From an optimization exercise on the open Yosys and OpenROAD flow, aimed at small area; shortcuts taken in it are not production practice.
Function was checked by simulation only, so behaviour that the tests miss may differ from the original.

## flow/design.v (module list and top-level ports; edited modules follow where they fit)
// module acf_tree_sq: 579 lines
// module acf_tree_mul: 940 lines
// module acf_fa: 10 lines
// module acf_ha: 9 lines
// module acf_xn: 7 lines
// module acf_or: 7 lines
// module acf_hac: 9 lines
// module autocorrelation_top: 197 lines
module autocorrelation_top (
    input  logic               iClock,
    input  logic               rst_n,
    input  logic               sample_valid,
    input  acf_pkg::sample_t   sample,
    output logic               coef_valid,
    output acf_pkg::acf_coef_t coef,
    output logic               block_done,
    output logic               overrun
);
  // ...
==> flow/run.sh <==
#!/bin/bash
# synth_recipe.tcl (not shown) runs the flow's synth.tcl, then flattens the netlist and writes it again
# the make line also repeats each setting of config.mk as NAME=value (left out here)
make -C /OpenROAD-flow-scripts/flow DESIGN_CONFIG=/design/flow/config.mk WORK_HOME=/design/flow/orfs CLKGATE_MAP_FILE= SYNTH_SCRIPT=/design/flow/synth_recipe.tcl finish
==> flow/config.mk <==
export PLATFORM = sky130hd
export DESIGN_NAME = autocorrelation_top
export DESIGN_NICKNAME = autocorrelation_top
export VERILOG_FILES = /design/flow/design.v
export SDC_FILE = /design/flow/constraint.sdc
export NUM_CORES = 4
export LEC_CHECK = 0
export CAP_MARGIN = 20
export CORE_MARGIN = 2
export CORE_UTILIZATION = 40
export SLEW_MARGIN = 20
export SYNTH_HIERARCHICAL = 1
export SYNTH_MINIMUM_KEEP_SIZE = 0
==> flow/constraint.sdc <==
create_clock -name core_clock -period 7.5 [get_ports {iClock}]
set_input_delay 1.5000 -clock core_clock [delete_from_list [all_inputs] [get_ports {iClock}]]
set_output_delay 1.5000 -clock core_clock [all_outputs]
set_load 0.01 [all_outputs]
==> run notes, run 1 <==
status no timing/DRC/antenna violations; Fin Hold WS 0.4510 ns; final period utilization 96.03%; commonest non-fill, non-tap cell in the layout nand2_1; routability cong. 0.9752; Critical Path Sink coef[23]; Total GRT Usage 25.00%; instance count on the critical path 18; post-synth top area cell fa_1; Post-Layout Inst Area 64560 um2; met1 wire length 75.92 mm; Root Buffer clkbuf_16; clock buffers 90; Final #Nets 6778; Final ANT Viol Nets 0; placed cell area 61890 um2; Layout area overhead 11.80%; Non-Filler Instances 7428; sequential area share after synthesis 25.64%; dominant class by area multi-input combinational cells; YS warnings 7; Setup Viol. Count Final 0; grt ovf 0; GRT busiest layer met2; Yosys cell types 106; CP bufs+invs 4; r2r setup slk 0.38 ns; Critical Path Start lag[0]; Clock-cell share 3.795%; met3 GRT Util 4.693%; GR Util met2 39.85%; CP max-delay cell clkdlybuf4s50_1; Worst Tran Pin Value 1.105 ns; first-pass GRT wire length 277.2 mm
==> module acf_tree_sq, before the edit <==
module acf_tree_sq (
    input  logic [15:0] x,
    input  logic [36:0] accn,
    output logic [36:0] accn_next
);
    logic w1;
    logic w2;
    logic w4;
    logic w5;
    logic w7;
    logic w8;
    logic w10;
    logic w11;
    logic w13;
    logic w14;
    logic w16;
    logic w17;
    logic w19;
    logic w20;
    logic w22;
    logic w23;
    logic w25;
    logic w26;
    logic w28;
    logic w29;
    logic w31;
    logic w32;
    logic w34;
    logic w35;
    logic w37;
    logic w38;
    logic w40;
    logic w41;
    logic w43;
    logic w44;
    logic w46;
    logic w47;
    logic w49;
    logic w50;
    logic w52;
    logic w53;
    logic w55;
    logic w56;
    logic w58;
    logic w59;
    logic w61;
    logic w62;
    logic w64;
    logic w65;
    logic w67;
    logic w68;
    logic w70;
    logic w71;
    logic w73;
    logic w74;
    logic w76;
    logic w77;
    logic w79;
    logic w80;
    logic w82;
    logic w83;
    logic w85;
    logic w86;
    logic w88;
    logic w89;
    logic w91;
    logic w92;
    logic w94;
    logic w95;
    logic w97;
    logic w98;
    logic w100;
    logic w101;
    logic w103;
    logic w104;
    logic w106;
    logic w107;
    logic w109;
    logic w110;
    logic w112;
    logic w113;
    logic w115;
    logic w116;
    logic w118;
    logic w119;
    logic w121;
    logic w122;
    logic w124;
    logic w125;
    logic w127;
    logic w128;
    logic w130;
    logic w131;
    logic w133;
    logic w134;
    logic w136;
    logic w137;
    logic w139;
    logic w140;
    logic w142;
    logic w143;
    logic w145;
    logic w146;
    logic w148;
    logic w149;
    logic w151;
    logic w152;
    logic w154;
    logic w155;
    logic w157;
    logic w158;
    logic w160;
    logic w161;
    logic w163;
    logic w164;
    logic w166;
    logic w167;
    logic w169;
    logic w170;
    logic w172;
    logic w173;
    logic w175;
    logic w176;
    logic w178;
    logic w179;
    logic w181;
    logic w182;
    logic w184;
    logic w185;
    logic w187;
    logic w188;
    logic w190;
    logic w191;
    logic w193;
    logic w194;
    logic w196;
    logic w197;
    logic w199;
    logic w200;
    logic w202;
    logic w203;
    logic w205;
    logic w206;
    logic w208;
    logic w209;
    logic w211;
    logic w212;
    logic w214;
    logic w215;
    logic w217;
    logic w218;
    logic w220;
    logic w221;
    logic w223;
    logic w224;
    logic w226;
    logic w227;
    logic w229;
    logic w230;
    logic w232;
    logic w233;
    logic w235;
    logic w236;
    logic w238;
    logic w239;
    logic w241;
    logic w242;
    logic w244;
    logic w245;
    logic w247;
    logic w248;
    logic w250;
    logic w251;
    logic w253;
    logic w254;
    logic w256;
    logic w257;
    logic w259;
    logic w260;
    logic w262;
    logic w263;
    logic w265;
    logic w266;
    logic w268;
    logic w269;
    logic w271;
    logic w272;
    logic w274;
    logic w275;
    logic w277;
    logic w278;
    logic w280;
    logic w281;
    logic w283;
    logic w284;
    logic w286;
    logic w287;
    logic w289;
    logic w290;
    logic w292;
    logic w293;
    logic w295;
    logic w296;
    logic w298;
    logic w299;
    logic w301;
    logic w302;
    logic w304;
    logic w305;
    logic w307;
    logic w308;
    logic w310;
    logic w311;
    logic w313;
    logic w314;
    logic w316;
    logic w317;
    logic w319;
    logic w320;
    logic w322;
    logic w323;
    logic w325;
    logic w326;
    logic w328;
    logic w329;
    logic w331;
    logic w332;
    logic w334;
    logic w335;
    logic w337;
    logic w338;
    logic w340;
    logic w341;
    logic w343;
    logic w344;
    logic w346;
    logic w347;
    logic w349;
    logic w350;
    logic w352;
    logic w353;
    logic w355;
    logic w356;
    logic w358;
    logic w359;
    logic w361;
    logic w362;
    logic w363;
    logic w364;
    logic w365;
    logic w366;
    logic [36:0] r0, r1;
    acf_ha u3 (.a(accn[16]), .b((x[0] & x[15])), .s(w1), .co(w2));
    acf_hac u6 (.a(accn[10]), .b(~(x[0] & x[9])), .s(w4), .co(w5));
    acf_hac u9 (.a(accn[11]), .b(~(x[0] & x[10])), .s(w7), .co(w8));
    acf_fa u12 (.a(accn[12]), .b(~(x[0] & x[11])), .c(~(x[1] & x[10])), .s(w10), .co(w11));
    acf_hac u15 (.a(~(x[2] & x[9])), .b(~(x[3] & x[8])), .s(w13), .co(w14));
    acf_fa u18 (.a(accn[13]), .b(~(x[0] & x[12])), .c(~(x[1] & x[11])), .s(w16), .co(w17));
    acf_hac u21 (.a(~(x[2] & x[10])), .b(~(x[3] & x[9])), .s(w19), .co(w20));
    acf_fa u24 (.a(accn[14]), .b(~(x[0] & x[13])), .c(~(x[1] & x[12])), .s(w22), .co(w23));
    acf_fa u27 (.a(~(x[2] & x[11])), .b(~(x[3] & x[10])), .c(~(x[4] & x[9])), .s(w25), .co(w26));
    acf_hac u30 (.a(~(x[5] & x[8])), .b(~(x[6] & x[7])), .s(w28), .co(w29));
    acf_fa u33 (.a(accn[15]), .b(~(x[0] & x[14])), .c(~(x[1] & x[13])), .s(w31), .co(w32));
    acf_fa u36 (.a(~(x[2] & x[12])), .b(~(x[3] & x[11])), .c(~(x[4] & x[10])), .s(w34), .co(w35));
    acf_hac u39 (.a(~(x[5] & x[9])), .b(~(x[6] & x[8])), .s(w37), .co(w38));
    acf_fa u42 (.a(~(x[1] & x[14])), .b(~(x[2] & x[13])), .c(~(x[3] & x[12])), .s(w40), .co(w41));
    acf_fa u45 (.a(~(x[4] & x[11])), .b(~(x[5] & x[10])), .c(~(x[6] & x[9])), .s(w43), .co(w44));
    acf_fa u48 (.a(~(x[7] & x[8])), .b(~x[8]), .c(w1), .s(w46), .co(w47));
    acf_fa u51 (.a(accn[17]), .b((x[1] & x[15])), .c(~(x[2] & x[14])), .s(w49), .co(w50));
    acf_fa u54 (.a(~(x[3] & x[13])), .b(~(x[4] & x[12])), .c(~(x[5] & x[11])), .s(w52), .co(w53));
    acf_fa u57 (.a(~(x[6] & x[10])), .b(~(x[7] & x[9])), .c(w2), .s(w55), .co(w56));
    acf_fa u60 (.a(accn[18]), .b((x[2] & x[15])), .c(~(x[3] & x[14])), .s(w58), .co(w59));
    acf_fa u63 (.a(~(x[4] & x[13])), .b(~(x[5] & x[12])), .c(~(x[6] & x[11])), .s(w61), .co(w62));
    acf_fa u66 (.a(~(x[7] & x[10])), .b(~(x[8] & x[9])), .c(~x[9]), .s(w64), .co(w65));
    acf_fa u69 (.a(accn[19]), .b((x[3] & x[15])), .c(~(x[4] & x[14])), .s(w67), .co(w68));
    acf_fa u72 (.a(~(x[5] & x[13])), .b(~(x[6] & x[12])), .c(~(x[7] & x[11])), .s(w70), .co(w71));
    acf_fa u75 (.a(accn[20]), .b((x[4] & x[15])), .c(~(x[5] & x[14])), .s(w73), .co(w74));
    acf_fa u78 (.a(~(x[6] & x[13])), .b(~(x[7] & x[12])), .c(~(x[8] & x[11])), .s(w76), .co(w77));
    acf_fa u81 (.a(accn[21]), .b((x[5] & x[15])), .c(~(x[6] & x[14])), .s(w79), .co(w80));
    acf_fa u84 (.a(accn[22]), .b((x[6] & x[15])), .c(~(x[7] & x[14])), .s(w82), .co(w83));
    acf_hac u87 (.a(accn[6]), .b(~(x[0] & x[5])), .s(w85), .co(w86));
    acf_hac u90 (.a(accn[7]), .b(~(x[0] & x[6])), .s(w88), .co(w89));
    acf_fa u93 (.a(accn[8]), .b(~(x[0] & x[7])), .c(~(x[1] & x[6])), .s(w91), .co(w92));
    acf_hac u96 (.a(~(x[2] & x[5])), .b(~(x[3] & x[4])), .s(w94), .co(w95));
    acf_fa u99 (.a(accn[9]), .b(~(x[0] & x[8])), .c(~(x[1] & x[7])), .s(w97), .co(w98));
    acf_hac u102 (.a(~(x[2] & x[6])), .b(~(x[3] & x[5])), .s(w100), .co(w101));
    acf_fa u105 (.a(~(x[1] & x[8])), .b(~(x[2] & x[7])), .c(~(x[3] & x[6])), .s(w103), .co(w104));
    acf_fa u108 (.a(~(x[4] & x[5])), .b(~x[5]), .c(w4), .s(w106), .co(w107));
    acf_fa u111 (.a(~(x[1] & x[9])), .b(~(x[2] & x[8])), .c(~(x[3] & x[7])), .s(w109), .co(w110));
    acf_fa u114 (.a(~(x[4] & x[6])), .b(w5), .c(w7), .s(w112), .co(w113));
    acf_fa u117 (.a(~(x[4] & x[7])), .b(~(x[5] & x[6])), .c(~x[6]), .s(w115), .co(w116));
    acf_fa u120 (.a(w8), .b(w10), .c(w13), .s(w118), .co(w119));
    acf_fa u123 (.a(~(x[4] & x[8])), .b(~(x[5] & x[7])), .c(w11), .s(w121), .co(w122));
    acf_fa u126 (.a(w14), .b(w16), .c(w19), .s(w124), .co(w125));
    acf_fa u129 (.a(~x[7]), .b(w17), .c(w20), .s(w127), .co(w128));
    acf_fa u132 (.a(w22), .b(w25), .c(w28), .s(w130), .co(w131));
    acf_fa u135 (.a(w23), .b(w26), .c(w29), .s(w133), .co(w134));
    acf_fa u138 (.a(w31), .b(w34), .c(w37), .s(w136), .co(w137));
    acf_fa u141 (.a(w32), .b(w35), .c(w38), .s(w139), .co(w140));
    acf_fa u144 (.a(w40), .b(w43), .c(w46), .s(w142), .co(w143));
    acf_fa u147 (.a(w41), .b(w44), .c(w47), .s(w145), .co(w146));
    acf_fa u150 (.a(w49), .b(w52), .c(w55), .s(w148), .co(w149));
    acf_fa u153 (.a(w50), .b(w53), .c(w56), .s(w151), .co(w152));
    acf_fa u156 (.a(w58), .b(w61), .c(w64), .s(w154), .co(w155));
    acf_fa u159 (.a(~(x[8] & x[10])), .b(w59), .c(w62), .s(w157), .co(w158));
    acf_fa u162 (.a(w65), .b(w67), .c(w70), .s(w160), .co(w161));
    acf_fa u165 (.a(~(x[9] & x[10])), .b(~x[10]), .c(w68), .s(w163), .co(w164));
    acf_fa u168 (.a(w71), .b(w73), .c(w76), .s(w166), .co(w167));
    acf_fa u171 (.a(~(x[7] & x[13])), .b(~(x[8] & x[12])), .c(~(x[9] & x[11])), .s(w169), .co(w170));
    acf_fa u174 (.a(w74), .b(w77), .c(w79), .s(w172), .co(w173));
    acf_fa u177 (.a(~(x[8] & x[13])), .b(~(x[9] & x[12])), .c(~(x[10] & x[11])), .s(w175), .co(w176));
    acf_fa u180 (.a(~x[11]), .b(w80), .c(w82), .s(w178), .co(w179));
    acf_fa u183 (.a(accn[23]), .b((x[7] & x[15])), .c(~(x[8] & x[14])), .s(w181), .co(w182));
    acf_fa u186 (.a(~(x[9] & x[13])), .b(~(x[10] & x[12])), .c(w83), .s(w184), .co(w185));
    acf_fa u189 (.a(accn[24]), .b((x[8] & x[15])), .c(~(x[9] & x[14])), .s(w187), .co(w188));
    acf_fa u192 (.a(~(x[10] & x[13])), .b(~(x[11] & x[12])), .c(~x[12]), .s(w190), .co(w191));
    acf_fa u195 (.a(accn[25]), .b((x[9] & x[15])), .c(~(x[10] & x[14])), .s(w193), .co(w194));
    acf_fa u198 (.a(accn[26]), .b((x[10] & x[15])), .c(~(x[11] & x[14])), .s(w196), .co(w197));
    acf_hac u201 (.a(accn[4]), .b(~(x[0] & x[3])), .s(w199), .co(w200));
    acf_hac u204 (.a(accn[5]), .b(~(x[0] & x[4])), .s(w202), .co(w203));
    acf_fa u207 (.a(~(x[1] & x[4])), .b(~(x[2] & x[3])), .c(~x[3]), .s(w205), .co(w206));
    acf_fa u210 (.a(~(x[1] & x[5])), .b(~(x[2] & x[4])), .c(w86), .s(w208), .co(w209));
    acf_fa u213 (.a(~x[4]), .b(w89), .c(w91), .s(w211), .co(w212));
    acf_fa u216 (.a(w92), .b(w95), .c(w97), .s(w214), .co(w215));
    acf_fa u219 (.a(w98), .b(w101), .c(w103), .s(w217), .co(w218));
    acf_fa u222 (.a(w104), .b(w107), .c(w109), .s(w220), .co(w221));
    acf_fa u225 (.a(w110), .b(w113), .c(w115), .s(w223), .co(w224));
    acf_fa u228 (.a(w116), .b(w119), .c(w121), .s(w226), .co(w227));
    acf_fa u231 (.a(w122), .b(w125), .c(w127), .s(w229), .co(w230));
    acf_fa u234 (.a(w128), .b(w131), .c(w133), .s(w232), .co(w233));
    acf_fa u237 (.a(w134), .b(w137), .c(w139), .s(w235), .co(w236));
    acf_fa u240 (.a(w140), .b(w143), .c(w145), .s(w238), .co(w239));
    acf_fa u243 (.a(w146), .b(w149), .c(w151), .s(w241), .co(w242));
    acf_fa u246 (.a(w152), .b(w155), .c(w157), .s(w244), .co(w245));
    acf_fa u249 (.a(w158), .b(w161), .c(w163), .s(w247), .co(w248));
    acf_fa u252 (.a(w164), .b(w167), .c(w169), .s(w250), .co(w251));
    acf_fa u255 (.a(w170), .b(w173), .c(w175), .s(w253), .co(w254));
    acf_fa u258 (.a(w176), .b(w179), .c(w181), .s(w256), .co(w257));
    acf_fa u261 (.a(w182), .b(w185), .c(w187), .s(w259), .co(w260));
    acf_fa u264 (.a(~(x[11] & x[13])), .b(w188), .c(w191), .s(w262), .co(w263));
    acf_fa u267 (.a(~(x[12] & x[13])), .b(~x[13]), .c(w194), .s(w265), .co(w266));
    acf_fa u270 (.a(accn[27]), .b((x[11] & x[15])), .c(~(x[12] & x[14])), .s(w268), .co(w269));
    acf_fa u273 (.a(accn[28]), .b((x[12] & x[15])), .c(~(x[13] & x[14])), .s(w271), .co(w272));
    acf_hac u276 (.a(accn[2]), .b(~(x[0] & x[1])), .s(w274), .co(w275));
    acf_hac u279 (.a(accn[3]), .b(~(x[0] & x[2])), .s(w277), .co(w278));
    acf_fa u282 (.a(~(x[1] & x[2])), .b(~x[2]), .c(w199), .s(w280), .co(w281));
    acf_fa u285 (.a(~(x[1] & x[3])), .b(w200), .c(w202), .s(w283), .co(w284));
    acf_fa u288 (.a(w85), .b(w203), .c(w205), .s(w286), .co(w287));
    acf_fa u291 (.a(w88), .b(w206), .c(w208), .s(w289), .co(w290));
    acf_fa u294 (.a(w94), .b(w209), .c(w211), .s(w292), .co(w293));
    acf_fa u297 (.a(w100), .b(w212), .c(w214), .s(w295), .co(w296));
    acf_fa u300 (.a(w106), .b(w215), .c(w217), .s(w298), .co(w299));
    acf_fa u303 (.a(w112), .b(w218), .c(w220), .s(w301), .co(w302));
    acf_fa u306 (.a(w118), .b(w221), .c(w223), .s(w304), .co(w305));
    acf_fa u309 (.a(w124), .b(w224), .c(w226), .s(w307), .co(w308));
    acf_fa u312 (.a(w130), .b(w227), .c(w229), .s(w310), .co(w311));
    acf_fa u315 (.a(w136), .b(w230), .c(w232), .s(w313), .co(w314));
    acf_fa u318 (.a(w142), .b(w233), .c(w235), .s(w316), .co(w317));
    acf_fa u321 (.a(w148), .b(w236), .c(w238), .s(w319), .co(w320));
    acf_fa u324 (.a(w154), .b(w239), .c(w241), .s(w322), .co(w323));
    acf_fa u327 (.a(w160), .b(w242), .c(w244), .s(w325), .co(w326));
    acf_fa u330 (.a(w166), .b(w245), .c(w247), .s(w328), .co(w329));
    acf_fa u333 (.a(w172), .b(w248), .c(w250), .s(w331), .co(w332));
    acf_fa u336 (.a(w178), .b(w251), .c(w253), .s(w334), .co(w335));
    acf_fa u339 (.a(w184), .b(w254), .c(w256), .s(w337), .co(w338));
    acf_fa u342 (.a(w190), .b(w257), .c(w259), .s(w340), .co(w341));
    acf_fa u345 (.a(w193), .b(w260), .c(w262), .s(w343), .co(w344));
    acf_fa u348 (.a(w196), .b(w263), .c(w265), .s(w346), .co(w347));
    acf_fa u351 (.a(w197), .b(w266), .c(w268), .s(w349), .co(w350));
    acf_fa u354 (.a(~x[14]), .b(w269), .c(w271), .s(w352), .co(w353));
    acf_fa u357 (.a(accn[29]), .b((x[13] & x[15])), .c(w272), .s(w355), .co(w356));
    acf_fa u360 (.a(accn[30]), .b((x[14] & x[15])), .c(~x[15]), .s(w358), .co(w359));
    assign w361 = ~accn[31];
    assign w362 = ~accn[32];
    assign w363 = ~accn[33];
    assign w364 = ~accn[34];
    assign w365 = ~accn[35];
    assign w366 = ~accn[36];
    assign r0 = {accn[35], accn[34], accn[33], accn[32], accn[31], w359, w356, w353, w350, w347, w344, w341, w338, w335, w332, w329, w326, w323, w320, w317, w314, w311, w308, w305, w302, w299, w296, w293, w290, w287, w284, w281, w278, w275, ~x[1], accn[1], accn[0]};
    assign r1 = {w366, w365, w364, w363, w362, w361, w358, w355, w352, w349, w346, w343, w340, w337, w334, w331, w328, w325, w322, w319, w316, w313, w310, w307, w304, w301, w298, w295, w292, w289, w286, w283, w280, w277, w274, 1'b1, ~x[0]};
    logic [7:0] sr;
    logic [36:0] g, p, c;
    assign g = r0 & r1;
    assign p = r0 ^ r1;
    logic [36:0] G0, P0;
    assign G0 = {g[36:1], g[0] | p[0]};
    assign P0 = p;
    acf_hac f0 (.a(r0[0]), .b(r1[0]), .s(sr[0]), .co(c[0]));
    acf_fa f1 (.a(r0[1]), .b(r1[1]), .c(c[0]), .s(sr[1]), .co(c[1]));
    acf_fa f2 (.a(r0[2]), .b(r1[2]), .c(c[1]), .s(sr[2]), .co(c[2]));
    acf_fa f3 (.a(r0[3]), .b(r1[3]), .c(c[2]), .s(sr[3]), .co(c[3]));
    acf_fa f4 (.a(r0[4]), .b(r1[4]), .c(c[3]), .s(sr[4]), .co(c[4]));
    acf_fa f5 (.a(r0[5]), .b(r1[5]), .c(c[4]), .s(sr[5]), .co(c[5]));
    acf_fa f6 (.a(r0[6]), .b(r1[6]), .c(c[5]), .s(sr[6]), .co(c[6]));
    acf_fa f7 (.a(r0[7]), .b(r1[7]), .c(c[6]), .s(sr[7]), .co(c[7]));
    logic Gh1_8, Ph1_8;
    assign Gh1_8 = G0[8] | (P0[8] & c[7]);
    assign Ph1_8 = P0[8] & 1'b0;
    logic Gh1_10, Ph1_10;
    assign Gh1_10 = G0[10] | (P0[10] & G0[9]);
    assign Ph1_10 = P0[10] & P0[9];
    logic Gh1_12, Ph1_12;
    assign Gh1_12 = G0[12] | (P0[12] & G0[11]);
    assign Ph1_12 = P0[12] & P0[11];
    logic Gh1_14, Ph1_14;
    assign Gh1_14 = G0[14] | (P0[14] & G0[13]);
    assign Ph1_14 = P0[14] & P0[13];
    logic Gh1_16, Ph1_16;
    assign Gh1_16 = G0[16] | (P0[16] & G0[15]);
    assign Ph1_16 = P0[16] & P0[15];
    logic Gh1_18, Ph1_18;
    assign Gh1_18 = G0[18] | (P0[18] & G0[17]);
    assign Ph1_18 = P0[18] & P0[17];
    logic Gh1_20, Ph1_20;
    assign Gh1_20 = G0[20] | (P0[20] & G0[19]);
    assign Ph1_20 = P0[20] & P0[19];
    logic Gh1_22, Ph1_22;
    assign Gh1_22 = G0[22] | (P0[22] & G0[21]);
    assign Ph1_22 = P0[22] & P0[21];
    logic Gh1_24, Ph1_24;
    assign Gh1_24 = G0[24] | (P0[24] & G0[23]);
    assign Ph1_24 = P0[24] & P0[23];
    logic Gh1_26, Ph1_26;
    assign Gh1_26 = G0[26] | (P0[26] & G0[25]);
    assign Ph1_26 = P0[26] & P0[25];
    logic Gh1_28, Ph1_28;
    assign Gh1_28 = G0[28] | (P0[28] & G0[27]);
    assign Ph1_28 = P0[28] & P0[27];
    logic Gh1_30, Ph1_30;
    assign Gh1_30 = G0[30] | (P0[30] & G0[29]);
    assign Ph1_30 = P0[30] & P0[29];
    logic Gh1_32, Ph1_32;
    assign Gh1_32 = G0[32] | (P0[32] & G0[31]);
    assign Ph1_32 = P0[32] & P0[31];
    logic Gh1_34, Ph1_34;
    assign Gh1_34 = G0[34] | (P0[34] & G0[33]);
    assign Ph1_34 = P0[34] & P0[33];
    logic Gh1_36, Ph1_36;
    assign Gh1_36 = G0[36] | (P0[36] & G0[35]);
    assign Ph1_36 = P0[36] & P0[35];
    logic Gh2_10, Ph2_10;
    assign Gh2_10 = Gh1_10 | (Ph1_10 & Gh1_8);
    assign Ph2_10 = Ph1_10 & Ph1_8;
    logic Gh2_14, Ph2_14;
    assign Gh2_14 = Gh1_14 | (Ph1_14 & Gh1_12);
    assign Ph2_14 = Ph1_14 & Ph1_12;
    logic Gh2_18, Ph2_18;
    assign Gh2_18 = Gh1_18 | (Ph1_18 & Gh1_16);
    assign Ph2_18 = Ph1_18 & Ph1_16;
    logic Gh2_22, Ph2_22;
    assign Gh2_22 = Gh1_22 | (Ph1_22 & Gh1_20);
    assign Ph2_22 = Ph1_22 & Ph1_20;
    logic Gh2_26, Ph2_26;
    assign Gh2_26 = Gh1_26 | (Ph1_26 & Gh1_24);
    assign Ph2_26 = Ph1_26 & Ph1_24;
    logic Gh2_30, Ph2_30;
    assign Gh2_30 = Gh1_30 | (Ph1_30 & Gh1_28);
    assign Ph2_30 = Ph1_30 & Ph1_28;
    logic Gh2_34, Ph2_34;
    assign Gh2_34 = Gh1_34 | (Ph1_34 & Gh1_32);
    assign Ph2_34 = Ph1_34 & Ph1_32;
    logic Gh3_14, Ph3_14;
    assign Gh3_14 = Gh2_14 | (Ph2_14 & Gh2_10);
    assign Ph3_14 = Ph2_14 & Ph2_10;
    logic Gh3_22, Ph3_22;
    assign Gh3_22 = Gh2_22 | (Ph2_22 & Gh2_18);
    assign Ph3_22 = Ph2_22 & Ph2_18;
    logic Gh3_30, Ph3_30;
    assign Gh3_30 = Gh2_30 | (Ph2_30 & Gh2_26);
    assign Ph3_30 = Ph2_30 & Ph2_26;
    logic Gh4_22, Ph4_22;
    assign Gh4_22 = Gh3_22 | (Ph3_22 & Gh3_14);
    assign Ph4_22 = Ph3_22 & Ph3_14;
    logic Gh7_30, Ph7_30;
    assign Gh7_30 = Gh3_30 | (Ph3_30 & Gh4_22);
    assign Ph7_30 = Ph3_30 & Ph4_22;
    logic Gh8_18, Ph8_18;
    assign Gh8_18 = Gh2_18 | (Ph2_18 & Gh3_14);
    assign Ph8_18 = Ph2_18 & Ph3_14;
    logic Gh8_26, Ph8_26;
    assign Gh8_26 = Gh2_26 | (Ph2_26 & Gh4_22);
    assign Ph8_26 = Ph2_26 & Ph4_22;
    logic Gh8_34, Ph8_34;
    assign Gh8_34 = Gh2_34 | (Ph2_34 & Gh7_30);
    assign Ph8_34 = Ph2_34 & Ph7_30;
    logic Gh9_12, Ph9_12;
    assign Gh9_12 = Gh1_12 | (Ph1_12 & Gh2_10);
    assign Ph9_12 = Ph1_12 & Ph2_10;
    logic Gh9_16, Ph9_16;
    assign Gh9_16 = Gh1_16 | (Ph1_16 & Gh3_14);
    assign Ph9_16 = Ph1_16 & Ph3_14;
    logic Gh9_20, Ph9_20;
    assign Gh9_20 = Gh1_20 | (Ph1_20 & Gh8_18);
    assign Ph9_20 = Ph1_20 & Ph8_18;
    logic Gh9_24, Ph9_24;
    assign Gh9_24 = Gh1_24 | (Ph1_24 & Gh4_22);
    assign Ph9_24 = Ph1_24 & Ph4_22;
    logic Gh9_28, Ph9_28;
    assign Gh9_28 = Gh1_28 | (Ph1_28 & Gh8_26);
    assign Ph9_28 = Ph1_28 & Ph8_26;
    logic Gh9_32, Ph9_32;
    assign Gh9_32 = Gh1_32 | (Ph1_32 & Gh7_30);
    assign Ph9_32 = Ph1_32 & Ph7_30;
    logic Gh9_36, Ph9_36;
    assign Gh9_36 = Gh1_36 | (Ph1_36 & Gh8_34);
    assign Ph9_36 = Ph1_36 & Ph8_34;
    logic Gh10_9, Ph10_9;
    assign Gh10_9 = G0[9] | (P0[9] & Gh1_8);
    assign Ph10_9 = P0[9] & Ph1_8;
    logic Gh10_11, Ph10_11;
    assign Gh10_11 = G0[11] | (P0[11] & Gh2_10);
    assign Ph10_11 = P0[11] & Ph2_10;
    logic Gh10_13, Ph10_13;
    assign Gh10_13 = G0[13] | (P0[13] & Gh9_12);
    assign Ph10_13 = P0[13] & Ph9_12;
    logic Gh10_15, Ph10_15;
    assign Gh10_15 = G0[15] | (P0[15] & Gh3_14);
    assign Ph10_15 = P0[15] & Ph3_14;
    logic Gh10_17, Ph10_17;
    assign Gh10_17 = G0[17] | (P0[17] & Gh9_16);
    assign Ph10_17 = P0[17] & Ph9_16;
    logic Gh10_19, Ph10_19;
    assign Gh10_19 = G0[19] | (P0[19] & Gh8_18);
    assign Ph10_19 = P0[19] & Ph8_18;
    logic Gh10_21, Ph10_21;
    assign Gh10_21 = G0[21] | (P0[21] & Gh9_20);
    assign Ph10_21 = P0[21] & Ph9_20;
    logic Gh10_23, Ph10_23;
    assign Gh10_23 = G0[23] | (P0[23] & Gh4_22);
    assign Ph10_23 = P0[23] & Ph4_22;
    logic Gh10_25, Ph10_25;
    assign Gh10_25 = G0[25] | (P0[25] & Gh9_24);
    assign Ph10_25 = P0[25] & Ph9_24;
    logic Gh10_27, Ph10_27;
    assign Gh10_27 = G0[27] | (P0[27] & Gh8_26);
    assign Ph10_27 = P0[27] & Ph8_26;
    logic Gh10_29, Ph10_29;
    assign Gh10_29 = G0[29] | (P0[29] & Gh9_28);
    assign Ph10_29 = P0[29] & Ph9_28;
    logic Gh10_31, Ph10_31;
    assign Gh10_31 = G0[31] | (P0[31] & Gh7_30);
    assign Ph10_31 = P0[31] & Ph7_30;
    logic Gh10_33, Ph10_33;
    assign Gh10_33 = G0[33] | (P0[33] & Gh9_32);
    assign Ph10_33 = P0[33] & Ph9_32;
    logic Gh10_35, Ph10_35;
    assign Gh10_35 = G0[35] | (P0[35] & Gh8_34);
    assign Ph10_35 = P0[35] & Ph8_34;
    assign c[8] = Gh1_8;
    assign c[9] = Gh10_9;
    assign c[10] = Gh2_10;
    assign c[11] = Gh10_11;
    assign c[12] = Gh9_12;
    assign c[13] = Gh10_13;
    assign c[14] = Gh3_14;
    assign c[15] = Gh10_15;
    assign c[16] = Gh9_16;
    assign c[17] = Gh10_17;
    assign c[18] = Gh8_18;
    assign c[19] = Gh10_19;
    assign c[20] = Gh9_20;
    assign c[21] = Gh10_21;
    assign c[22] = Gh4_22;
    assign c[23] = Gh10_23;
    assign c[24] = Gh9_24;
    assign c[25] = Gh10_25;
    assign c[26] = Gh8_26;
    assign c[27] = Gh10_27;
    assign c[28] = Gh9_28;
    assign c[29] = Gh10_29;
    assign c[30] = Gh7_30;
    assign c[31] = Gh10_31;
    assign c[32] = Gh9_32;
    assign c[33] = Gh10_33;
    assign c[34] = Gh8_34;
    assign c[35] = Gh10_35;
    assign c[36] = Gh9_36;
    assign accn_next = {p[36:8] ^ c[35:7], sr};
endmodule
==> module autocorrelation_top, before the edit <==
module autocorrelation_top (
    input  logic               iClock,
    input  logic               rst_n,
    input  logic               sample_valid,
    input  acf_pkg::sample_t   sample,
    output logic               coef_valid,
    output acf_pkg::acf_coef_t coef,
    output logic               block_done,
    output logic               overrun
);
    logic [5:0]  count;
    logic        hnew;
    logic        hlast;
    logic        aclr;
    logic [15:0] x0, x1, x2, x3, x4;
    logic [15:0] xg;
    logic [36:0] accn0, accn1, accn2, accn3, accn4;
    logic [36:0] basen0, basen1, basen2, basen3, basen4;
    logic [36:0] nxtn0, nxtn1, nxtn2, nxtn3, nxtn4;
    logic        snap;
    always_ff @(posedge iClock or negedge rst_n) begin
        if (!rst_n) begin
            count <= '0;
            hnew  <= 1'b0;
            hlast <= 1'b0;
            aclr  <= 1'b1;
        end else begin
            hnew  <= sample_valid;
            hlast <= sample_valid && (count == 6'd63);
            if (sample_valid) begin
                count <= count + 1'b1;
            end
            if (hnew) begin
                aclr <= hlast;
            end
        end
    end
    always_ff @(posedge iClock) begin
        if (sample_valid) begin
            x0 <= sample;
            x1 <= (count == 6'd0) ? '0 : x0;
            x2 <= (count == 6'd0) ? '0 : x1;
            x3 <= (count == 6'd0) ? '0 : x2;
            x4 <= (count == 6'd0) ? '0 : x3;
        end
    end
    assign xg     = hnew ? x0 : '0;
    assign basen0 = accn0 | {37{aclr}};
    assign basen1 = accn1 | {37{aclr}};
    assign basen2 = accn2 | {37{aclr}};
    assign basen3 = accn3 | {37{aclr}};
    assign basen4 = accn4 | {37{aclr}};
    assign snap   = hnew && hlast;
    acf_tree_sq  t0 (.x(xg),          .accn(basen0), .accn_next(nxtn0));
    acf_tree_mul t1 (.x(xg), .h(x1), .accn(basen1), .accn_next(nxtn1));
    acf_tree_mul t2 (.x(xg), .h(x2), .accn(basen2), .accn_next(nxtn2));
    acf_tree_mul t3 (.x(xg), .h(x3), .accn(basen3), .accn_next(nxtn3));
    acf_tree_mul t4 (.x(xg), .h(x4), .accn(basen4), .accn_next(nxtn4));
    always_ff @(posedge iClock) begin
        accn0 <= nxtn0;
        accn1 <= nxtn1;
        accn2 <= nxtn2;
        accn3 <= nxtn3;
        accn4 <= nxtn4;
    end
    logic [36:0] hn0, hn1, hn2, hn3, hn4;
    logic        busy;
    logic        ld;
    logic        em;
    logic [2:0]  lag;
    logic [5:0]  cnt;
    logic [6:0]  ptr;
    logic [5:0]  p0;
    logic        z0;
    logic        zk;
    logic [7:0]  ebase;
    logic [23:0] sb;
    logic [23:0] rem;
    logic [24:0] q;
    logic [36:0] cur;
    logic        neg;
    logic [36:0] mag;
    logic [5:0]  lod;
    logic        zero;
    logic        bit_in;
    logic [24:0] rem2;
    logic [25:0] diff;
    logic        ge;
    logic [7:0]  expo;
    always_comb begin
        case (lag)
            3'd0:    cur = ~hn0;
            3'd1:    cur = ~hn1;
            3'd2:    cur = ~hn2;
            3'd3:    cur = ~hn3;
            default: cur = ~hn4;
        endcase
    end
    assign neg  = (lag != 3'd0) && cur[36];
    assign mag  = neg ? -cur : cur;
    assign zero = (cur == '0);
    always_comb begin
        lod = '0;
        for (int i = 0; i < 37; i++) begin
            if (mag[i]) begin
                lod = 6'(i);
            end
        end
    end
    assign bit_in = (cnt < 6'd24) && !ptr[6] && mag[ptr[5:0]];
    assign rem2   = {rem, bit_in};
    assign diff   = {1'b0, rem2} - {2'b00, sb};
    assign ge     = !diff[25];
    always_ff @(posedge iClock or negedge rst_n) begin
        if (!rst_n) begin
            busy       <= 1'b0;
            ld         <= 1'b0;
            em         <= 1'b0;
            lag        <= '0;
            coef_valid <= 1'b0;
            block_done <= 1'b0;
            overrun    <= 1'b0;
        end else begin
            coef_valid <= 1'b0;
            block_done <= 1'b0;
            overrun    <= snap && busy;
            if (!busy) begin
                if (snap) begin
                    busy       <= 1'b1;
                    lag        <= '0;
                    ld         <= 1'b1;
                    coef_valid <= 1'b1;
                end
            end else if (ld) begin
                ld <= 1'b0;
            end else if (em) begin
                em <= 1'b0;
                if (lag == 3'd4) begin
                    busy <= 1'b0;
                end else begin
                    lag <= lag + 1'b1;
                    ld  <= 1'b1;
                end
            end else if (lag == 3'd0) begin
                if (cnt == 6'd23) begin
                    lag <= 3'd1;
                    ld  <= 1'b1;
                end
            end else if (cnt == 6'd47) begin
                em         <= 1'b1;
                coef_valid <= 1'b1;
                block_done <= (lag == 3'd4);
            end
        end
    end
    always_ff @(posedge iClock) begin
        if (!busy && snap) begin
            hn0 <= nxtn0;
            hn1 <= nxtn1;
            hn2 <= nxtn2;
            hn3 <= nxtn3;
            hn4 <= nxtn4;
        end
        if (ld) begin
            ptr <= {1'b0, lod};
            cnt <= '0;
            rem <= '0;
            zk    <= zero;
            ebase <= 8'd126 + {2'b00, lod} - {2'b00, p0};
            if (lag == 3'd0) begin
                p0 <= lod;
                z0 <= zero;
            end
        end else begin
            ptr <= ptr - 1'b1;
            cnt <= cnt + 1'b1;
            if (lag == 3'd0) begin
                sb <= {sb[22:0], bit_in};
            end else begin
                rem <= ge ? diff[23:0] : rem2[23:0];
                q   <= {q[23:0], ge};
            end
        end
    end
    assign expo = ebase + {7'd0, q[24]};
    always_comb begin
        coef.lag     = {1'b0, lag};
        coef.raw_sum = {{6{neg}}, cur};
        if (lag == 3'd0) begin
            coef.norm = zero ? 32'd0 : 32'h3F80_0000;
        end else if (zk || z0) begin
            coef.norm = '0;
        end else begin
            coef.norm = {neg, expo, q[24] ? q[23:1] : q[22:0]};
        end
    end
endmodule
==> run 2: changes to the inputs <==
--- a/flow/design.v
+++ b/flow/design.v
@@ -389,22 +389,22 @@
     acf_fa u339 (.a(w184), .b(w254), .c(w256), .s(w337), .co(w338));
     acf_fa u342 (.a(w190), .b(w257), .c(w259), .s(w340), .co(w341));
     acf_fa u345 (.a(w193), .b(w260), .c(w262), .s(w343), .co(w344));
     acf_fa u348 (.a(w196), .b(w263), .c(w265), .s(w346), .co(w347));
     acf_fa u351 (.a(w197), .b(w266), .c(w268), .s(w349), .co(w350));
     acf_fa u354 (.a(~x[14]), .b(w269), .c(w271), .s(w352), .co(w353));
     acf_fa u357 (.a(accn[29]), .b((x[13] & x[15])), .c(w272), .s(w355), .co(w356));
     acf_fa u360 (.a(accn[30]), .b((x[14] & x[15])), .c(~x[15]), .s(w358), .co(w359));
-    assign w361 = ~accn[31];
-    assign w362 = ~accn[32];
-    assign w363 = ~accn[33];
-    assign w364 = ~accn[34];
-    assign w365 = ~accn[35];
-    assign w366 = ~accn[36];
+    assign w361 = ~(accn[31]);
+    assign w362 = ~(accn[32]);
+    assign w363 = ~(accn[33]);
+    assign w364 = ~(accn[34]);
+    assign w365 = ~(accn[35]);
+    assign w366 = ~(accn[36]);
     assign r0 = {accn[35], accn[34], accn[33], accn[32], accn[31], w359, w356, w353, w350, w347, w344, w341, w338, w335, w332, w329, w326, w323, w320, w317, w314, w311, w308, w305, w302, w299, w296, w293, w290, w287, w284, w281, w278, w275, ~x[1], accn[1], accn[0]};
     assign r1 = {w366, w365, w364, w363, w362, w361, w358, w355, w352, w349, w346, w343, w340, w337, w334, w331, w328, w325, w322, w319, w316, w313, w310, w307, w304, w301, w298, w295, w292, w289, w286, w283, w280, w277, w274, 1'b1, ~x[0]};
     logic [7:0] sr;
     logic [36:0] g, p, c;
     assign g = r0 & r1;
     assign p = r0 ^ r1;
     logic [36:0] G0, P0;
     assign G0 = {g[36:1], g[0] | p[0]};
@@ -1329,22 +1329,22 @@
     acf_fa u699 (.a(w517), .b(w608), .c(w610), .s(w697), .co(w698));
     acf_fa u702 (.a(w523), .b(w611), .c(w613), .s(w700), .co(w701));
     acf_fa u705 (.a(w529), .b(w614), .c(w616), .s(w703), .co(w704));
     acf_fa u708 (.a(w535), .b(w617), .c(w619), .s(w706), .co(w707));
     acf_fa u711 (.a(w541), .b(w620), .c(w622), .s(w709), .co(w710));
     acf_fa u714 (.a(w544), .b(w623), .c(w625), .s(w712), .co(w713));
     acf_fa u717 (.a(w545), .b(w626), .c(w628), .s(w715), .co(w716));
     acf_fa u720 (.a(accn[30]), .b(~(x[15] & h[15])), .c(w629), .s(w718), .co(w719));
-    assign w721 = ~accn[31];
-    assign w722 = ~accn[32];
-    assign w723 = ~accn[33];
-    assign w724 = ~accn[34];
-    assign w725 = ~accn[35];
-    assign w726 = ~accn[36];
+    assign w721 = ~(accn[31]);
+    assign w722 = ~(accn[32]);
+    assign w723 = ~(accn[33]);
+    assign w724 = ~(accn[34]);
+    assign w725 = ~(accn[35]);
+    assign w726 = ~(accn[36]);
     assign r0 = {accn[35], accn[34], accn[33], accn[32], accn[31], w719, w716, w713, w710, w707, w704, w701, w698, w695, w692, w689, w686, w683, w680, w677, w674, w671, w668, w665, w662, w659, w656, w653, w650, w647, w644, w641, w638, w635, w632, ~(x[1] & h[0]), accn[0]};
     assign r1 = {w726, w725, w724, w723, w722, w721, w718, w715, w712, w709, w706, w703, w700, w697, w694, w691, w688, w685, w682, w679, w676, w673, w670, w667, w664, w661, w658, w655, w652, w649, w646, w643, w640, w637, w634, w631, ~(x[0] & h[0])};
     logic [7:0] sr;
     logic [36:0] g, p, c;
     assign g = r0 & r1;
     assign p = r0 ^ r1;
     logic [36:0] G0, P0;
     assign G0 = {g[36:1], g[0] | p[0]};
@@ -1536,16 +1536,217 @@
     assign c[31] = Gh10_31;
     assign c[32] = Gh9_32;
     assign c[33] = Gh10_33;
     assign c[34] = Gh8_34;
     assign c[35] = Gh10_35;
     assign c[36] = Gh9_36;
     assign accn_next = {p[36:8] ^ c[35:7], sr};
 endmodule
+module acf_sub (
+    input  logic [24:0] a,
+    input  logic [22:0] b,
+    output logic [25:0] accn_next
+);
+    logic w1;
+    logic w2;
+    logic w3;
+    logic w5;
+    logic w6;
+    logic w8;
+    logic w9;
+    logic w11;
+    logic w12;
+    logic w14;
+    logic w15;
+    logic w17;
+    logic w18;
+    logic w20;
+    logic w21;
+    logic w23;
+    logic w24;
+    logic w26;
+    logic w27;
+    logic w29;
+    logic w30;
+    logic w32;
+    logic w33;
+    logic w35;
+    logic w36;
+    logic w38;
+    logic w39;
+    logic w41;
+    logic w42;
+    logic w44;
+    logic w45;
+    logic w47;
+    logic w48;
+    logic w50;
+    logic w51;
+    logic w53;
+    logic w54;
+    logic w56;
+    logic w57;
+    logic w59;
+    logic w60;
+    logic w62;
+    logic w63;
+    logic w65;
+    logic w66;
+    logic [25:0] r0, r1;
+    assign w1 = ~(~a[0]);
+    acf_hac u4 (.a(~a[1]), .b(b[1]), .s(w2), .co(w3));
+    acf_hac u7 (.a(~a[2]), .b(b[2]), .s(w5), .co(w6));
+    acf_hac u10 (.a(~a[3]), .b(b[3]), .s(w8), .co(w9));
+    acf_hac u13 (.a(~a[4]), .b(b[4]), .s(w11), .co(w12));
+    acf_hac u16 (.a(~a[5]), .b(b[5]), .s(w14), .co(w15));
+    acf_hac u19 (.a(~a[6]), .b(b[6]), .s(w17), .co(w18));
+    acf_hac u22 (.a(~a[7]), .b(b[7]), .s(w20), .co(w21));
+    acf_hac u25 (.a(~a[8]), .b(b[8]), .s(w23), .co(w24));
+    acf_hac u28 (.a(~a[9]), .b(b[9]), .s(w26), .co(w27));
+    acf_hac u31 (.a(~a[10]), .b(b[10]), .s(w29), .co(w30));
+    acf_hac u34 (.a(~a[11]), .b(b[11]), .s(w32), .co(w33));
+    acf_hac u37 (.a(~a[12]), .b(b[12]), .s(w35), .co(w36));
+    acf_hac u40 (.a(~a[13]), .b(b[13]), .s(w38), .co(w39));
+    acf_hac u43 (.a(~a[14]), .b(b[14]), .s(w41), .co(w42));
+    acf_hac u46 (.a(~a[15]), .b(b[15]), .s(w44), .co(w45));
+    acf_hac u49 (.a(~a[16]), .b(b[16]), .s(w47), .co(w48));
+    acf_hac u52 (.a(~a[17]), .b(b[17]), .s(w50), .co(w51));
+    acf_hac u55 (.a(~a[18]), .b(b[18]), .s(w53), .co(w54));
+    acf_hac u58 (.a(~a[19]), .b(b[19]), .s(w56), .co(w57));
+    acf_hac u61 (.a(~a[20]), .b(b[20]), .s(w59), .co(w60));
+    acf_hac u64 (.a(~a[21]), .b(b[21]), .s(w62), .co(w63));
+    acf_hac u67 (.a(~a[22]), .b(b[22]), .s(w65), .co(w66));
+    assign r0 = {1'b0, 1'b0, ~a[23], w63, w60, w57, w54, w51, w48, w45, w42, w39, w36, w33, w30, w27, w24, w21, w18, w15, w12, w9, w6, w3, ~a[0], b[0]};
+    assign r1 = {1'b1, ~a[24], w66, w65, w62, w59, w56, w53, w50, w47, w44, w41, w38, w35, w32, w29, w26, w23, w20, w17, w14, w11, w8, w5, w2, w1};
+    logic [7:0] sr;
+    logic [25:0] g, p, c;
+    assign g = r0 & r1;
+    assign p = r0 ^ r1;
+    logic [25:0] G0, P0;
+    assign G0 = {g[25:1], g[0] | p[0]};
+    assign P0 = p;
+    acf_hac f0 (.a(r0[0]), .b(r1[0]), .s(sr[0]), .co(c[0]));
+    acf_fa f1 (.a(r0[1]), .b(r1[1]), .c(c[0]), .s(sr[1]), .co(c[1]));
+    acf_fa f2 (.a(r0[2]), .b(r1[2]), .c(c[1]), .s(sr[2]), .co(c[2]));
+    acf_fa f3 (.a(r0[3]), .b(r1[3]), .c(c[2]), .s(sr[3]), .co(c[3]));
+    acf_fa f4 (.a(r0[4]), .b(r1[4]), .c(c[3]), .s(sr[4]), .co(c[4]));
+    acf_fa f5 (.a(r0[5]), .b(r1[5]), .c(c[4]), .s(sr[5]), .co(c[5]));
+    acf_fa f6 (.a(r0[6]), .b(r1[6]), .c(c[5]), .s(sr[6]), .co(c[6]));
+    acf_fa f7 (.a(r0[7]), .b(r1[7]), .c(c[6]), .s(sr[7]), .co(c[7]));
+    logic Gh1_8, Ph1_8;
+    assign Gh1_8 = G0[8] | (P0[8] & c[7]);
+    assign Ph1_8 = P0[8] & 1'b0;
+    logic Gh1_10, Ph1_10;
+    assign Gh1_10 = G0[10] | (P0[10] & G0[9]);
+    assign Ph1_10 = P0[10] & P0[9];
+    logic Gh1_12, Ph1_12;
+    assign Gh1_12 = G0[12] | (P0[12] & G0[11]);
+    assign Ph1_12 = P0[12] & P0[11];
+    logic Gh1_14, Ph1_14;
+    assign Gh1_14 = G0[14] | (P0[14] & G0[13]);
+    assign Ph1_14 = P0[14] & P0[13];
+    logic Gh1_16, Ph1_16;
+    assign Gh1_16 = G0[16] | (P0[16] & G0[15]);
+    assign Ph1_16 = P0[16] & P0[15];
+    logic Gh1_18, Ph1_18;
+    assign Gh1_18 = G0[18] | (P0[18] & G0[17]);
+    assign Ph1_18 = P0[18] & P0[17];
+    logic Gh1_20, Ph1_20;
+    assign Gh1_20 = G0[20] | (P0[20] & G0[19]);
+    assign Ph1_20 = P0[20] & P0[19];
+    logic Gh1_22, Ph1_22;
+    assign Gh1_22 = G0[22] | (P0[22] & G0[21]);
+    assign Ph1_22 = P0[22] & P0[21];
+    logic Gh1_24, Ph1_24;
+    assign Gh1_24 = G0[24] | (P0[24] & G0[23]);
+    assign Ph1_24 = P0[24] & P0[23];
+    logic Gh2_10, Ph2_10;
+    assign Gh2_10 = Gh1_10 | (Ph1_10 & Gh1_8);
+    assign Ph2_10 = Ph1_10 & Ph1_8;
+    logic Gh2_14, Ph2_14;
+    assign Gh2_14 = Gh1_14 | (Ph1_14 & Gh1_12);
+    assign Ph2_14 = Ph1_14 & Ph1_12;
+    logic Gh2_18, Ph2_18;
+    assign Gh2_18 = Gh1_18 | (Ph1_18 & Gh1_16);
+    assign Ph2_18 = Ph1_18 & Ph1_16;
+    logic Gh2_22, Ph2_22;
+    assign Gh2_22 = Gh1_22 | (Ph1_22 & Gh1_20);
+    assign Ph2_22 = Ph1_22 & Ph1_20;
+    logic Gh3_14, Ph3_14;
+    assign Gh3_14 = Gh2_14 | (Ph2_14 & Gh2_10);
+    assign Ph3_14 = Ph2_14 & Ph2_10;
+    logic Gh3_22, Ph3_22;
+    assign Gh3_22 = Gh2_22 | (Ph2_22 & Gh2_18);
+    assign Ph3_22 = Ph2_22 & Ph2_18;
+    logic Gh4_22, Ph4_22;
+    assign Gh4_22 = Gh3_22 | (Ph3_22 & Gh3_14);
+    assign Ph4_22 = Ph3_22 & Ph3_14;
+    logic Gh8_18, Ph8_18;
+    assign Gh8_18 = Gh2_18 | (Ph2_18 & Gh3_14);
+    assign Ph8_18 = Ph2_18 & Ph3_14;
+    logic Gh9_12, Ph9_12;
+    assign Gh9_12 = Gh1_12 | (Ph1_12 & Gh2_10);
+    assign Ph9_12 = Ph1_12 & Ph2_10;
+    logic Gh9_16, Ph9_16;
+    assign Gh9_16 = Gh1_16 | (Ph1_16 & Gh3_14);
+    assign Ph9_16 = Ph1_16 & Ph3_14;
+    logic Gh9_20, Ph9_20;
+    assign Gh9_20 = Gh1_20 | (Ph1_20 & Gh8_18);
+    assign Ph9_20 = Ph1_20 & Ph8_18;
+    logic Gh9_24, Ph9_24;
+    assign Gh9_24 = Gh1_24 | (Ph1_24 & Gh4_22);
+    assign Ph9_24 = Ph1_24 & Ph4_22;
+    logic Gh10_9, Ph10_9;
+    assign Gh10_9 = G0[9] | (P0[9] & Gh1_8);
+    assign Ph10_9 = P0[9] & Ph1_8;
+    logic Gh10_11, Ph10_11;
+    assign Gh10_11 = G0[11] | (P0[11] & Gh2_10);
+    assign Ph10_11 = P0[11] & Ph2_10;
+    logic Gh10_13, Ph10_13;
+    assign Gh10_13 = G0[13] | (P0[13] & Gh9_12);
+    assign Ph10_13 = P0[13] & Ph9_12;
+    logic Gh10_15, Ph10_15;
+    assign Gh10_15 = G0[15] | (P0[15] & Gh3_14);
+    assign Ph10_15 = P0[15] & Ph3_14;
+    logic Gh10_17, Ph10_17;
+    assign Gh10_17 = G0[17] | (P0[17] & Gh9_16);
+    assign Ph10_17 = P0[17] & Ph9_16;
+    logic Gh10_19, Ph10_19;
+    assign Gh10_19 = G0[19] | (P0[19] & Gh8_18);
+    assign Ph10_19 = P0[19] & Ph8_18;
+    logic Gh10_21, Ph10_21;
+    assign Gh10_21 = G0[21] | (P0[21] & Gh9_20);
+    assign Ph10_21 = P0[21] & Ph9_20;
+    logic Gh10_23, Ph10_23;
+    assign Gh10_23 = G0[23] | (P0[23] & Gh4_22);
+    assign Ph10_23 = P0[23] & Ph4_22;
+    logic Gh10_25, Ph10_25;
+    assign Gh10_25 = G0[25] | (P0[25] & Gh9_24);
+    assign Ph10_25 = P0[25] & Ph9_24;
+    assign c[8] = Gh1_8;
+    assign c[9] = Gh10_9;
+    assign c[10] = Gh2_10;
+    assign c[11] = Gh10_11;
+    assign c[12] = Gh9_12;
+    assign c[13] = Gh10_13;
+    assign c[14] = Gh3_14;
+    assign c[15] = Gh10_15;
+    assign c[16] = Gh9_16;
+    assign c[17] = Gh10_17;
+    assign c[18] = Gh8_18;
+    assign c[19] = Gh10_19;
+    assign c[20] = Gh9_20;
+    assign c[21] = Gh10_21;
+    assign c[22] = Gh4_22;
+    assign c[23] = Gh10_23;
+    assign c[24] = Gh9_24;
+    assign c[25] = Gh10_25;
+    assign accn_next = {p[25:8] ^ c[24:7], sr};
+endmodule
 module acf_fa (
     input  logic a,
     input  logic b,
     input  logic c,
     output logic s,
     output logic co
 );
     assign s  = a ^ b ^ c;
@@ -1654,25 +1855,28 @@
     logic        em;
     logic [2:0]  lag;
     logic [5:0]  cnt;
     logic [6:0]  ptr;
     logic [5:0]  p0;
     logic        z0;
     logic        zk;
     logic [7:0]  ebase;
-    logic [23:0] sb;
+    logic [22:0] sb;
     logic [23:0] rem;
-    logic [24:0] q;
+    logic [22:0] q;
+    logic        f;
     logic [36:0] cur;
     logic        neg;
     logic [36:0] mag;
     logic [5:0]  lod;
     logic        zero;
     logic        bit_in;
+    logic        br;
+    logic [25:0] diffn;
     logic [24:0] rem2;
     logic [25:0] diff;
     logic        ge;
     logic [7:0]  expo;
     always_comb begin
         case (lag)
             3'd0:    cur = ~hn0;
             3'd1:    cur = ~hn1;
@@ -1688,18 +1892,19 @@
         lod = '0;
         for (int i = 0; i < 37; i++) begin
             if (mag[i]) begin
                 lod = 6'(i);
             end
         end
     end
     assign bit_in = (cnt < 6'd24) && !ptr[6] && mag[ptr[5:0]];
-    assign rem2   = {rem, bit_in};
-    assign diff   = {1'b0, rem2} - {2'b00, sb};
+    assign rem2   = {rem, br};
+    acf_sub sub (.a(rem2), .b(sb), .accn_next(diffn));
+    assign diff   = ~diffn;
     assign ge     = !diff[25];
     always_ff @(posedge iClock or negedge rst_n) begin
         if (!rst_n) begin
             busy       <= 1'b0;
             ld         <= 1'b0;
             em         <= 1'b0;
             lag        <= '0;
             coef_valid <= 1'b0;
@@ -1722,61 +1927,63 @@
                 em <= 1'b0;
                 if (lag == 3'd4) begin
                     busy <= 1'b0;
                 end else begin
                     lag <= lag + 1'b1;
                     ld  <= 1'b1;
                 end
             end else if (lag == 3'd0) begin
-                if (cnt == 6'd23) begin
+                if (cnt == 6'd24) begin
                     lag <= 3'd1;
                     ld  <= 1'b1;
                 end
-            end else if (cnt == 6'd47) begin
+            end else if (cnt == 6'd48 || (cnt == 6'd47 && f)) begin
                 em         <= 1'b1;
                 coef_valid <= 1'b1;
                 block_done <= (lag == 3'd4);
             end
         end
     end
     always_ff @(posedge iClock) begin
         if (!busy && snap) begin
             hn0 <= nxtn0;
             hn1 <= nxtn1;
             hn2 <= nxtn2;
             hn3 <= nxtn3;
             hn4 <= nxtn4;
         end
+        rem <= ld ? '0 : (ge ? diff[23:0] : rem2[23:0]);
+        q   <= {q[21:0], ge};
+        br  <= !ld && bit_in;
         if (ld) begin
             ptr <= {1'b0, lod};
             cnt <= '0;
-            rem <= '0;
             zk    <= zero;
             ebase <= 8'd126 + {2'b00, lod} - {2'b00, p0};
             if (lag == 3'd0) begin
                 p0 <= lod;
                 z0 <= zero;
             end
         end else begin
             ptr <= ptr - 1'b1;
             cnt <= cnt + 1'b1;
             if (lag == 3'd0) begin
-                sb <= {sb[22:0], bit_in};
-            end else begin
-                rem <= ge ? diff[23:0] : rem2[23:0];
-                q   <= {q[23:0], ge};
+                sb <= {sb[21:0], br};
+            end
+            if (cnt == 6'd24) begin
+                f <= ge;
             end
         end
     end
-    assign expo = ebase + {7'd0, q[24]};
+    assign expo = ebase + {7'd0, f};
     always_comb begin
         coef.lag     = {1'b0, lag};
         coef.raw_sum = {{6{neg}}, cur};
         if (lag == 3'd0) begin
             coef.norm = zero ? 32'd0 : 32'h3F80_0000;
         end else if (zk || z0) begin
             coef.norm = '0;
         end else begin
-            coef.norm = {neg, expo, q[24] ? q[23:1] : q[22:0]};
+            coef.norm = {neg, expo, q};
         end
     end
 endmodule
==> flow/config.mk (replaced) <==
export PLATFORM = sky130hd
export DESIGN_NAME = autocorrelation_top
export DESIGN_NICKNAME = autocorrelation_top
export VERILOG_FILES = /design/flow/design.v
export SDC_FILE = /design/flow/constraint.sdc
export NUM_CORES = 4
export LEC_CHECK = 0
export CAP_MARGIN = 20
export CORE_MARGIN = 2
export CORE_UTILIZATION = 40
export CTS_BUF_LIST = sky130_fd_sc_hd__clkbuf_4
export SLEW_MARGIN = 20
export SYNTH_HIERARCHICAL = 1
export SYNTH_MINIMUM_KEEP_SIZE = 0
==> run notes, run 2 <==
Root Buffer clkbuf_4; nature of the critical path endpoint primary output; post-DP HPWL 126.5 mm; DRC viols 0; CTS hold repair buffers 0; critical path fanouts, max 16; WP data required 6.00 ns; I/O Buffers 99; final period utilization 96.35% (+0.32 points); routability cong. 0.8946 (-8.3%); Final Hold Viols 0; Startpoint Class flip-flop; max_cap viols 0; Non-Filler Instances 7404 (-0.32%); WP data arrival 5.73 ns; Max Clock Freq 138.4 MHz; first-pass GRT wire length 263.7 mm (-4.9%); Die Ht 381.2 um; Setup Viol. Count Final 0 (unchanged); Slew Limit Fails 0; die area 145300 um2; final worst slack 0.2741 ns; cell row count 138; CP Class flip-flop to primary output; TritonCTS Sinks 569; io pins 101; Synthesized Nets 6497; final WL 170.0 mm; Worst slew margin 22.08%; Worst-Skew Late Latency 1.19 ns; drt pass-1 iters 7; Final ANT Viol Nets 0 (unchanged); Via-to-Cell Ratio 5.331; Gate Count Post-Synth 5176; share of layout cells above drive strength 1 13.71%; Place WS 0.4396 ns; CORE AREA 141400 um2; grt ovf 0 (unchanged); Placed Cells 7070; worst hold path startpoint q[21]; CTS max path bufs 3; TritonCTS clock tree done; worst reg2reg startpoint hnew; Layout area overhead 10.86%; Syn Area/Cell 10.99 um2; Initial Util 40.24%; skew final 0.1041 ns; Num CTS Buffers 168; commonest non-fill, non-tap cell in the layout fa_1; WHS Path Cells 0; reg2reg end hn4[36]; Worst Tran Pin Value 1.169 ns (+0.06348 ns); worst hold path type flip-flop to flip-flop; most frequent cells in the layout fa_1, nand2_1, inv_1, edfxtp_1, clkbuf_4; vias 39470; r2r setup slk 0.38 ns (about the same); R2R depth 19; wire length per cell 22.97 um; Synth Cell Area 56910 um2; status no timing/DRC/antenna violations; Final #Nets 6682 (-1.4%); initial antenna violation count 12; largest net degree at the start of global routing 126; Die X 381.2 um; initial drt markers 3224; Total GRT Usage 24.05% (-0.95 points); YS warnings 7 (unchanged); Period minus WS final 7.226 ns; Clock transition at path regs 0.07 ns; Hold Path Sink q[22]; Max H-tree Level 4; Fin Hold WS 0.3381 ns (-0.1128 ns); vias in the first global route 43380
-- run 2: worst max-delay path, stage by stage, from the launching register on --
cell and delay (ns):
dfrtp_1 0.42, inv_1 0.19, ha_4 0.30, buf_4 0.27, nand2b_1 0.12, a31oi_1 0.83, o2bb2ai_4 0.23, inv_2 0.14
or4_4 0.16, and4bb_2 0.28, and3_2 0.26, nand2_1 0.17, nor3_4 0.08, nand2b_2 0.26, o21ai_0 0.21, clkdlybuf4s50_1 0.61
-- run 2: worst max path at each step --
stage / start / end / slack, ns / cells after the start
floorplan: hnew / hn1[36] / 0.66 / 21
global placement: aclr / hn4[36] / 0.48 / 18
detailed placement: hnew / hn4[36] / 0.44 / 19
CTS: lag[0] / coef[26] / 0.001 / 15
global route: lag[0] / coef[26] / -0.04 / 18
finish: lag[1] / coef[26] / 0.27 / 15
-- run 2: cell type report --
type / instances / area, um2
clock inverters: 62 / 336.6
inverters: 354 / 1329
clock buffers: 248 / 1862
well taps: 1890 / 2365
flip-flops and latches: 569 / 14540
multi-input cells: 4020 / 40340
diodes: 13 / 32.53
fillers: 13180 / 78330
repair buffers: 248 / 2276
-- run 2: stage by stage --
step	utilization (%)	setup TNS, ns	cell area [um2]
6_report	44.61	0	63090
5_1_grt	44.60	-0.03966	63070
4_1_cts	44.52	0	62960
3_5_place_dp	42.84	0	60590
3_3_place_gp	42.82	0	60560
2_1_floorplan	-	0	56910
-- run 2: layer usage --
metal  track usage [%]  wire length, um  vias to the layer above
met2             37.19            76810                     1864
met3             6.556            15770                      391
li1                  -                -                    17000
met1             31.60            69580                    20210
met5                 0               21                        -
met4             10.72             7870                        4
-- run 2: what timing repair did --
action                                  in CTS  in global routing
hold endpoints to repair                     0                  0
buffers inserted                             4                  4
cloned                                       3                  0
pin swaps                                    5                  2
resized for setup                           21                  9
endpoints found under the setup margin       7                  7
==> run 3: changes to the inputs <==
--- a/flow/config.mk
+++ b/flow/config.mk
@@ -8,7 +8,6 @@
 export CAP_MARGIN = 20
 export CORE_MARGIN = 2
 export CORE_UTILIZATION = 40
-export CTS_BUF_LIST = sky130_fd_sc_hd__clkbuf_4
 export SLEW_MARGIN = 20
 export SYNTH_HIERARCHICAL = 1
 export SYNTH_MINIMUM_KEEP_SIZE = 0
==> run notes, run 3 <==
status no timing/DRC/antenna violations; first-pass GRT wire length 261.8 mm (-0.70%); initial drt markers 3054 (-5.3%); Layout area overhead 11.20%; CTS max path bufs 3 (unchanged); Critical Path Start lag[1]; max_cap viols 0 (unchanged); setup TNS 0 ns (unchanged); Initial Util 40.24% (unchanged); WP data required 6.00 ns (about the same); largest net degree at the start of global routing 126 (unchanged); CP peak stage delay 0.68 ns (-0.15 ns); Via-to-Cell Ratio 5.351 (+0.37%); final WL 169.1 mm (-0.55%); skew final 0.05492 ns (-0.04917 ns); critical-path cell list inv_1 > ha_2 > buf_4 > nand2b_1 > a31oi_1 > o2bb2ai_2 > ha_1 > nand2_1 > nor2_1 > a31oi_1 > buf_4 > nor3_2 > buf_4 > and3_1 > nand2_1 > nor3_2 > nand2b_1 > o21ai_0 > clkdlybuf4s50_1; DRC viols 0 (unchanged); placed cell area 60590 um2 (unchanged); register area 14540 um2 (about the same); Clock transition at path regs 0.06 ns (about the same); R2R depth 19 (unchanged); fin util 44.75% (+0.14 points); drt pass-1 iters 6 (-1); worst reg2reg startpoint hnew; Slew Limit Fails 0 (unchanged); Place WS 0.4396 ns (unchanged); Max Clock Freq 138.3 MHz (about the same); Synth Cell Area 56910 um2 (unchanged); Syn Area/Cell 10.99 um2 (unchanged); grt ovf 0 (unchanged); YS warnings 7 (unchanged); Placed Cells 7070 (unchanged); worst hold path type flip-flop to flip-flop; Worst-Skew Late Latency 0.70 ns (-0.49 ns); vias in the first global route 42700 (-1.6%); CORE AREA 141400 um2 (unchanged); Max H-tree Level 3 (-1); Root Buffer clkbuf_16; TritonCTS Sinks 569 (unchanged); CP max-delay cell a31oi_1; share of layout cells above drive strength 1 10.98% (-2.7 points); Final #Nets 6585 (-1.5%); Fin Hold WS 0.3397 ns (+0.001524 ns); Worst slew margin 23.47% (+1.4 points); r2r setup slk 0.31 ns (-0.07 ns); cell row count 138 (unchanged); WHS Path Cells 0 (unchanged); Final ANT Viol Nets 0 (unchanged); unrepaired setup endpoints after global routing false; Synthesized Nets 6497 (unchanged); Non-Filler Instances 7220 (-2.5%); vias 38630 (-2.1%); commonest non-fill, non-tap cell in the layout fa_1; CP Class flip-flop to primary output; Hold Path Sink q[16]; final worst slack 0.2694 ns (-0.004682 ns); WP data arrival 5.73 ns (about the same); io pins 101 (unchanged); Die X 381.2 um (unchanged); final period utilization 96.41% (about the same); routability cong. 0.8946 (unchanged); TritonCTS clock tree done; Post-Layout Inst Area 63280 um2 (+0.31%); Setup Viol. Count Final 0 (unchanged); layout filler cell count 13050 (-0.97%); I/O Buffers 99 (unchanged); critical path fanouts, max 18 (+2); most frequent CP cell buf_4; wire length per cell 23.42 um (+2.0%); nature of the critical path endpoint primary output; Gate Count Post-Synth 5176 (unchanged); Die Ht 381.2 um (unchanged); Worst Tran Pin Value 1.148 ns (-0.02090 ns); reg2reg end hn4[36]; multi-input combinational cell area 40190 um2 (-0.38%); die area 145300 um2 (unchanged); Num CTS Buffers 74 (-56%); Total GRT Usage 23.87% (-0.17 points); post-DP HPWL 126.5 mm (unchanged); Period minus WS final 7.231 ns (+0.004682 ns); Startpoint Class flip-flop; worst hold path startpoint q[15]; Final Hold Viols 0 (unchanged); initial antenna violation count 7 (-5); most frequent cells in the layout fa_1, nand2_1, inv_1, edfxtp_1, dfxtp_1
==> run 3: metal layers <==
| layer | vias to the layer above | track usage, % | part of all wire (%) |
|---|---|---|---|
| li1 | 16680 | - | - |
| met1 | 20040 | 31.06 | 41 |
| met2 | 1574 | 37.29 | 45 |
| met3 | 333 | 6.631 | 8.8 |
| met4 | 6 | 10.45 | 4.6 |
| met5 | - | 0 | 0.027 |
==> run 3: worst max-delay path by stage <==
stage / slack, ns / endpoint / cells past startpoint
global route: 0.005 / coef[26] / 18
detailed placement: 0.44 / hn4[36] / 19
CTS: 0.12 / coef[25] / 14
finish: 0.27 / coef[25] / 19
global placement: 0.48 / hn4[36] / 18
floorplan: 0.66 / hn1[36] / 21
==> run 3: worst max-delay path, delay by kind of cell (launching register included) <==
family	cells	cell delay, ns
simple gates	8	0.99
flops	1	0.42
buf+inv	5	1.42
fa+ha+maj	2	0.83
compound gates	4	1.34
==> run 3: cell type report <==
cell class | count | area share [%]
multi-input cells | 4018 | 63.51
flip-flops and latches | 569 | 22.98
well taps | 1890 | 3.737
repair buffers | 247 | 3.559
clock buffers | 102 | 3.336
inverters | 354 | 2.100
clock inverters | 36 | 0.7612
diodes | 4 | 0.01582
==> run 3: repair_timing <==
action | in CTS | in global routing
setup buffers | 0 | 7
pin swaps | 0 | 3
gates resized for setup | 2 | 4
cloned | 0 | 1
hold buffers | 0 | 0
endpoints found under the setup margin | 4 | 7

## port drivers added, routing unchanged
In the flow no input, the clock included, has a driving cell. The finished layouts below were timed again as built, in two steps.
Step 1, drivers: a clkbuf_16 drives iClock and a buf_2 each remaining input, both assumed.
Step 2, shift: input delay + t, output delay - t, t = (earliest + latest rising clock arrival at the registers) / 2. This alone moves slack from input paths to output paths.
Slacks: ideal / step 1 / step 2; pairs: ideal / step 1.
| run | t, ns | setup slack, ns | slew at the worst register clock pin (ns) |
|---|---|---|---|
| run 1 | 0.740 | 0.298 / 0.216 / 0.384 | 0.07 / 0.07 |
| run 2 | 1.207 | 0.274 / 0.201 / 0.377 | 0.08 / 0.08 |
| run 3 | 0.755 | 0.269 / 0.189 / 0.308 | 0.07 / 0.07 |
After both steps setup and hold are still met in every run listed.
